Background: an optimization exercise with open tools, aiming at small area, a short achievable clock period and few clock cycles. Do not read the settings as production practice.
Where RTL was checked, it was by simulation tests only, not by an equivalence proof against the original.
No activity file was given, so power comes from the tool's default toggle rates.

== old ==
==> flow/design.v (excerpt) <==
module round_filtered_step_chaser_core (
	input  logic        clk,
	input  logic        arst_n,
	input  logic        cfg_we,
	input  logic [4:0]  cfg_wdata,
	input  logic        s_tvalid,
	output logic        s_tready,
	input  logic [1:0]  s_tuser,
	input  logic [71:0] s_tdata,
	output logic        m_tvalid,
	input  logic        m_tready,
	output logic [1:0]  m_tuser,
	output logic [23:0] m_tdata,
	output logic        m_tlast
);
clock: 5.0 ns
lec_check: 0
abc_clock_period_in_ps: 2400
cap_margin: 20
core_margin: 2
core_utilization: 40
setup_slack_margin: 2.6
slew_margin: 20
run.sh (not shown) runs the stock make flow with config.mk's settings and CLKGATE_MAP_FILE= SYNTH_SCRIPT=/design/flow/synth_recipe.tcl, a recipe that flattens the netlist after the stock synthesis.
Both conditions hold for old: the flow ran to the end and the final layout passed the timing, DRC and antenna checks.
[inputs] new vs old
Settings: ABC_CLOCK_PERIOD_IN_PS removed (was 2400); SETUP_SLACK_MARGIN removed (was 2.6).
Notes after the runs:
Taking old as the reference point, the minimum clock period after layout of new rises by 1.07 ns. Comparing the two runs side by side, new comes out ahead of old on worst hold slack after final layout. Re cell depth of the worst setup path: new and old aren't equal, and the higher value belongs to old. On switching portion of total power, the lower figure sits with new, not old. Worst setup path endpoint = el_q[16]$_DFF_P_: new; worst setup path endpoint = el_q[14]$_DFF_P_: old.
No run of this note included a check of the RTL's function; only the layout flow was run.

round_filtered_step_chaser_core, a different RTL version from the one above (not shown whole).
Size: about 3,900 cells after synthesis, about 930 flip-flops, about 110 I/O pins, about 43,000 µm² of cells after synthesis.
Settings: LEC_CHECK=0, ABC_AREA=1, CAP_MARGIN=20, CORE_MARGIN=2, CORE_UTILIZATION=40, CTS_CLUSTER_DIAMETER=100, CTS_CLUSTER_SIZE=24, SETUP_SLACK_MARGIN=2.4, SLEW_MARGIN=20; clock period 5.0 ns.
Testbench counts at the start, summed over its fixed seeds: cycles 11,059.
Rerun with:
Settings changed: SETUP_SLACK_MARGIN 2.4 to 2.1.
Outcome:
- power falls by 13%
- routed wire length falls by 13%
- worst setup slack gets worse by 0.019 ns
- global-route usage drops by 1.8 points
- cell area fell by 9.2%
- non-clock buffer count drops by 245
- synthesized area stays the same
- synthesized cell count stays the same
- first-iteration DRC count decreases by 8.2%
- maximum frequency falls by 0.66%
- final cell count came out lower by 4.5%
Rerun with:
Settings changed: SETUP_SLACK_MARGIN 2.1 to 1.8.
Outcome:
- The changed run ran to the end with no violations
- final area falls by 1.3%
- worst setup slack loses 0.21 ns
- clock skew rises by 0.0092 ns
- routed wire length falls by about 0.6%
- utilization falls by 0.59 points
- clock-buffer cell count falls by 4
- non-clock buffer count falls by 24
Rerun with:
Settings changed: SETUP_SLACK_MARGIN 1.8 to 2.3.
Effect:
- die area does not change
- utilization came out higher by 2.7 points
- hold slack got worse by 0.029 ns
- global-route usage came out higher by 0.98 points
- first-iteration DRC count came out lower by 1.9%
- clock-buffer cell count came out higher by 9

## juniper
round_filtered_step_chaser_core, a different RTL version from the one above (not shown whole).
For scale: ~2800 cells after synthesis, roughly 930 flip-flops, ~110 I/O pins, ~0.040 mm2 of cells after synthesis.
Settings: LEC_CHECK=0, CAP_MARGIN=20, CORE_MARGIN=2, CORE_UTILIZATION=40, SETUP_SLACK_MARGIN=0.8, SLEW_MARGIN=20; clock period 5.0 ns.
juniper completed every stage of the flow, and the final layout passed the timing, DRC and antenna checks.
Testbench counts of juniper, summed over its fixed seeds: cycles 11,029.
Edits applied to the flow inputs when going from juniper to zinc:
- swapping 0.8 for 1.5 in SETUP_SLACK_MARGIN
Findings:
Of zinc and juniper, it is zinc that has the lower wire length on met2. Diff zinc..juniper | synthesis-to-finish area growth | negligible. Taking juniper as the reference, in zinc average wire length per cell after detail routing ~0 delta, per-cell via count in the routed design ~0 delta. Summary of zinc over juniper: cell internal power dissipation ~0 delta, worst slack at placement lower, register-to-register setup slack increased by 0.41 ns relative to the old numbers, power dissipated in sequential cells held. Compared with juniper, in zinc cell area after layout barely changed, overall fraction of global-route tracks in use dropped 0.17 points, layout filler cell count dropped 70.
## Diff of input files: violet against zinc
- swapping 1.5 for 2.6 in SETUP_SLACK_MARGIN
### Flow results
- X dimension of the die came out exactly the same in violet and zinc.
- The final reports for violet and zinc show share of total power in combinational logic higher in the former.
- In the flow results for violet and zinc, the first-pass GRT wire length is smaller on zinc.
- Diff violet and zinc: met1 routed wirelength after detailed routing higher in violet
- Non-clock buffer count (violet vs. zinc) increases by more than 100%
- Compared with zinc, violet ends up with a larger final cell area.
- What zinc reported for maximum resistive drop on vdd has to be multiplied by 1.3 to get the figure for violet.
- sky130_fd_sc_hd__clkdlybuf4s50_1 as the standard cell with the maximum stage delay on the critical path was reported by zinc, and sky130_fd_sc_hd__edfxtp_1 by violet.
- Of violet and zinc, the lower final wirelength belongs to zinc.
- violet vs zinc — clock-buffer cell count dropped by more than 10%
- Going from zinc to violet, critical path arrival shrinks by 0.07 ns.
- Cmp violet vs zinc: critical path depth higher in violet
- violet did not stop at any stage, and its layout met the timing, DRC and antenna checks.
- The flow did not stop early for zinc: all stages ran, and the layout cleared the timing, DRC and antenna checks.
Inputs modified between violet and nickel:
- SETUP_SLACK_MARGIN changed from 2.6 to 2.1
### Flow results
violet → nickel: final cell count shrank by 412, total power consumption of the routed design shrank by 12%, setup slack of the worst register-to-register path shrank by 0.02 ns. Of nickel and violet, the run reporting the lower part of the power in combinational logic was nickel. The lower via count of nickel and violet is in nickel. nickel vs violet: initial detailed-routing violation count down by more than a quarter.

Setup of build 59:
RTL: one of the versions met above, not the one the previous note started from.
Size: roughly 3000 cells after synthesis, roughly 930 flip-flops, roughly 110 I/O pins.
## round_filtered_step_chaser_core
module round_filtered_step_chaser_core (
	input  logic        clk,
	input  logic        arst_n,
	input  logic        cfg_we,
	input  logic [4:0]  cfg_wdata,
	input  logic        s_tvalid,
	output logic        s_tready,
	input  logic [1:0]  s_tuser,
	input  logic [71:0] s_tdata,
	output logic        m_tvalid,
	input  logic        m_tready,
	output logic [1:0]  m_tuser,
	output logic [23:0] m_tdata,
	output logic        m_tlast
);
Settings: LEC_CHECK=0, CAP_MARGIN=20, CORE_MARGIN=2, CORE_UTILIZATION=40, CTS_CLUSTER_DIAMETER=100, CTS_CLUSTER_SIZE=24, SETUP_SLACK_MARGIN=2.1, SLEW_MARGIN=20, TNS_END_PERCENT=5; clock period 5.0 ns.
Testbench counts of build 59, summed over its fixed seeds: cycles 11,059.
### build 59 -> build 76
# build 59
export LEC_CHECK = 0
export CAP_MARGIN = 20
export CORE_MARGIN = 2
export CORE_UTILIZATION = 40
export CTS_CLUSTER_DIAMETER = 100
export CTS_CLUSTER_SIZE = 24
export SETUP_SLACK_MARGIN = 2.1
export SLEW_MARGIN = 20
export TNS_END_PERCENT = 5
create_clock -name core_clock -period 5.0 [get_ports {clk}]
# build 76
export LEC_CHECK = 0
export ABC_AREA = 1
export CAP_MARGIN = 20
export CORE_MARGIN = 2
export CORE_UTILIZATION = 50
export CTS_CLUSTER_DIAMETER = 100
export CTS_CLUSTER_SIZE = 24
export SETUP_SLACK_MARGIN = 2.1
export SLEW_MARGIN = 20
create_clock -name core_clock -period 5.0 [get_ports {clk}]
==> comparison <==
- Build 76: PASS, flow complete, no timing, DRC or antenna violations
- Comparing endpoint arrival time on the critical path for build 76 and build 59, the smaller number came from build 76.
- Proportion of power drawn by the clock network was higher in build 76 than in build 59.
- On portion of the post-synthesis area used by sequential elements: between build 76 and build 59, it ends up lower for build 76.
- Re final cycle utilization of the critical path: build 59 was higher than build 76.
- The worst vdd rail ir drop of build 76 was inferior to that of build 59.
- When build 76 is measured against build 59, its share of the core filled with cells turns out 11 points higher.
For build 70, these inputs were changed with respect to build 76:
# build 76
export LEC_CHECK = 0
export ABC_AREA = 1
export CAP_MARGIN = 20
export CORE_MARGIN = 2
export CORE_UTILIZATION = 50
export CTS_CLUSTER_DIAMETER = 100
export CTS_CLUSTER_SIZE = 24
export SETUP_SLACK_MARGIN = 2.1
export SLEW_MARGIN = 20
create_clock -name core_clock -period 5.0 [get_ports {clk}]
# build 70
export LEC_CHECK = 0
export CAP_MARGIN = 20
export CORE_MARGIN = 2
export CORE_UTILIZATION = 40
export CTS_CLUSTER_DIAMETER = 100
export CTS_CLUSTER_SIZE = 24
export SETUP_SLACK_MARGIN = 2.3
export SLEW_MARGIN = 20
create_clock -name core_clock -period 5.0 [get_ports {clk}]
--- outcome ---
- Build 70 finished all stages; the layout is clean.
- Build 70 against build 76: register share of the cell area was more or less identical; worst path setup slack after routing went down by 0.14 ns.
- Higher synthesis-to-finish area growth was reported by build 70, not build 76.
- Between build 70 and build 76, the worst setup slack after placement is lower for build 70.
- | fraction of synthesized area in multiplexers | build 70 vs build 76 | 1.2 points higher |
Input changes introduced in build 82 (baseline for comparison: build 70):
# build 70
export LEC_CHECK = 0
export CAP_MARGIN = 20
export CORE_MARGIN = 2
export CORE_UTILIZATION = 40
export CTS_CLUSTER_DIAMETER = 100
export CTS_CLUSTER_SIZE = 24
export SETUP_SLACK_MARGIN = 2.3
export SLEW_MARGIN = 20
create_clock -name core_clock -period 5.0 [get_ports {clk}]
# build 82
export LEC_CHECK = 0
export ABC_AREA = 1
export CAP_MARGIN = 20
export CORE_MARGIN = 2
export CORE_UTILIZATION = 40
export CTS_CLUSTER_DIAMETER = 100
export CTS_CLUSTER_SIZE = 24
export SETUP_SLACK_MARGIN = 2.2
export SLEW_MARGIN = 20
create_clock -name core_clock -period 5.0 [get_ports {clk}]
Build 82 vs. build 70: slack of the critical path +0.24 ns, data arrival time of the critical path -0.15 ns. Per the comparison of build 82 with build 70, wire length picked up an extra about 2.6%; clock-buffer cell count lost 20; utilization dropped 0.58 points. Build 82 vs build 70, global-route usage went down by 0.35 points. Looking only at time the worst path needs with I/O delays and setup, and setting everything else aside, the higher value of build 82 and build 70 goes to build 70.
diff inputs: build 82 => build 80
# build 82
export LEC_CHECK = 0
export ABC_AREA = 1
export CAP_MARGIN = 20
export CORE_MARGIN = 2
export CORE_UTILIZATION = 40
export CTS_CLUSTER_DIAMETER = 100
export CTS_CLUSTER_SIZE = 24
export SETUP_SLACK_MARGIN = 2.2
export SLEW_MARGIN = 20
create_clock -name core_clock -period 5.0 [get_ports {clk}]
# build 80
export LEC_CHECK = 0
export CAP_MARGIN = 20
export CORE_MARGIN = 2
export CORE_UTILIZATION = 40
export CTS_CLUSTER_DIAMETER = 100
export CTS_CLUSTER_SIZE = 24
export SETUP_SLACK_MARGIN = 2.1
export SLEW_MARGIN = 20
create_clock -name core_clock -period 5.0 [get_ports {clk}]
Results
Build 80 completed end to end with timing, DRC and antenna clean. Worst ir drop on vdd was higher in build 82 than in build 80. Compared with build 82, build 80 shows a lower met2 track utilization from global routing. Build 80 reports its leading cell type in the layout, fill and taps excluded as edfxtp_1 while build 82 reports nand2_1. When build 80 is measured against build 82, its hold slack turns out 0.091 ns lower. Taking build 82 as the reference, in build 80 first-pass GRT wire length -5.0%, clock network fraction of total power -0.6 points. For build 82, the last element of the critical path was t_hi[1][13]$_DFFE_PP_, unlike build 80, where it was rem_q[13]$_DFFE_PP_.

[re-timing with driven ports]
No port has a modelled driver above. Below, the same layouts with a new extraction and two added sets of constraints.
Step 1 assumes that a clkbuf_16 drives the clock port and a buf_2 every other input.
Step 2 moves the port delays by t, midway between the first and last clock arrival at a register: inputs arrive t later, outputs are due t later. That takes back most of the time a late clock gives input paths.
Three values: ideal ports, drivers, drivers and shift; two values: the first two.
run | shift t [ns] | setup WS [ns] | worst setup path at the end | clock arrival spread, ns | cell pins on the clock port's net
old | 0.730 | 1.443 / 1.443 / 1.160 | input to register | 0.045 / 0.045 | 1
new | 0.727 | 0.374 / 0.374 / 0.374 | register to register | 0.034 / 0.034 | 1
the first run of note 2 | 0.711 | 2.142 / 2.142 / 1.489 | input to register | 0.067 / 0.067 | 1
the second run of note 2 | 0.706 | 2.123 / 2.123 / 1.508 | input to register | 0.044 / 0.044 | 1
the third run of note 2 | 0.711 | 1.909 / 1.928 / 1.243 | input to register | 0.058 / 0.059 | 1
the fourth run of note 2 | 0.711 | 2.150 / 2.150 / 1.569 | input to register | 0.062 / 0.062 | 1
juniper | 0.726 | 1.236 / 1.281 / 0.556 | input to register | 0.026 / 0.027 | 1
zinc | 0.712 | 1.665 / 1.690 / 1.005 | input to register | 0.028 / 0.027 | 1
violet | 0.756 | 1.905 / 1.905 / 1.492 | input to register | 0.066 / 0.066 | 1
nickel | 0.727 | 1.882 / 1.882 / 1.228 | input to register | 0.041 / 0.040 | 1
build 59 | 0.701 | 1.914 / 1.925 / 1.255 | input to register | 0.048 / 0.048 | 1
build 76 | 0.706 | 2.121 / 2.121 / 1.526 | input to register | 0.034 / 0.033 | 1
build 70 | 0.703 | 1.984 / 1.984 / 1.643 | input to register | 0.039 / 0.039 | 1
build 82 | 0.709 | 2.222 / 2.227 / 1.553 | input to register | 0.038 / 0.038 | 1
build 80 | 0.702 | 1.986 / 1.986 / 1.441 | input to register | 0.035 / 0.036 | 1
After both steps every run listed still meets setup and hold. The setup slack of juniper, which loses most, moves by +0.045 ns with the drivers and by -0.680 ns with both steps.
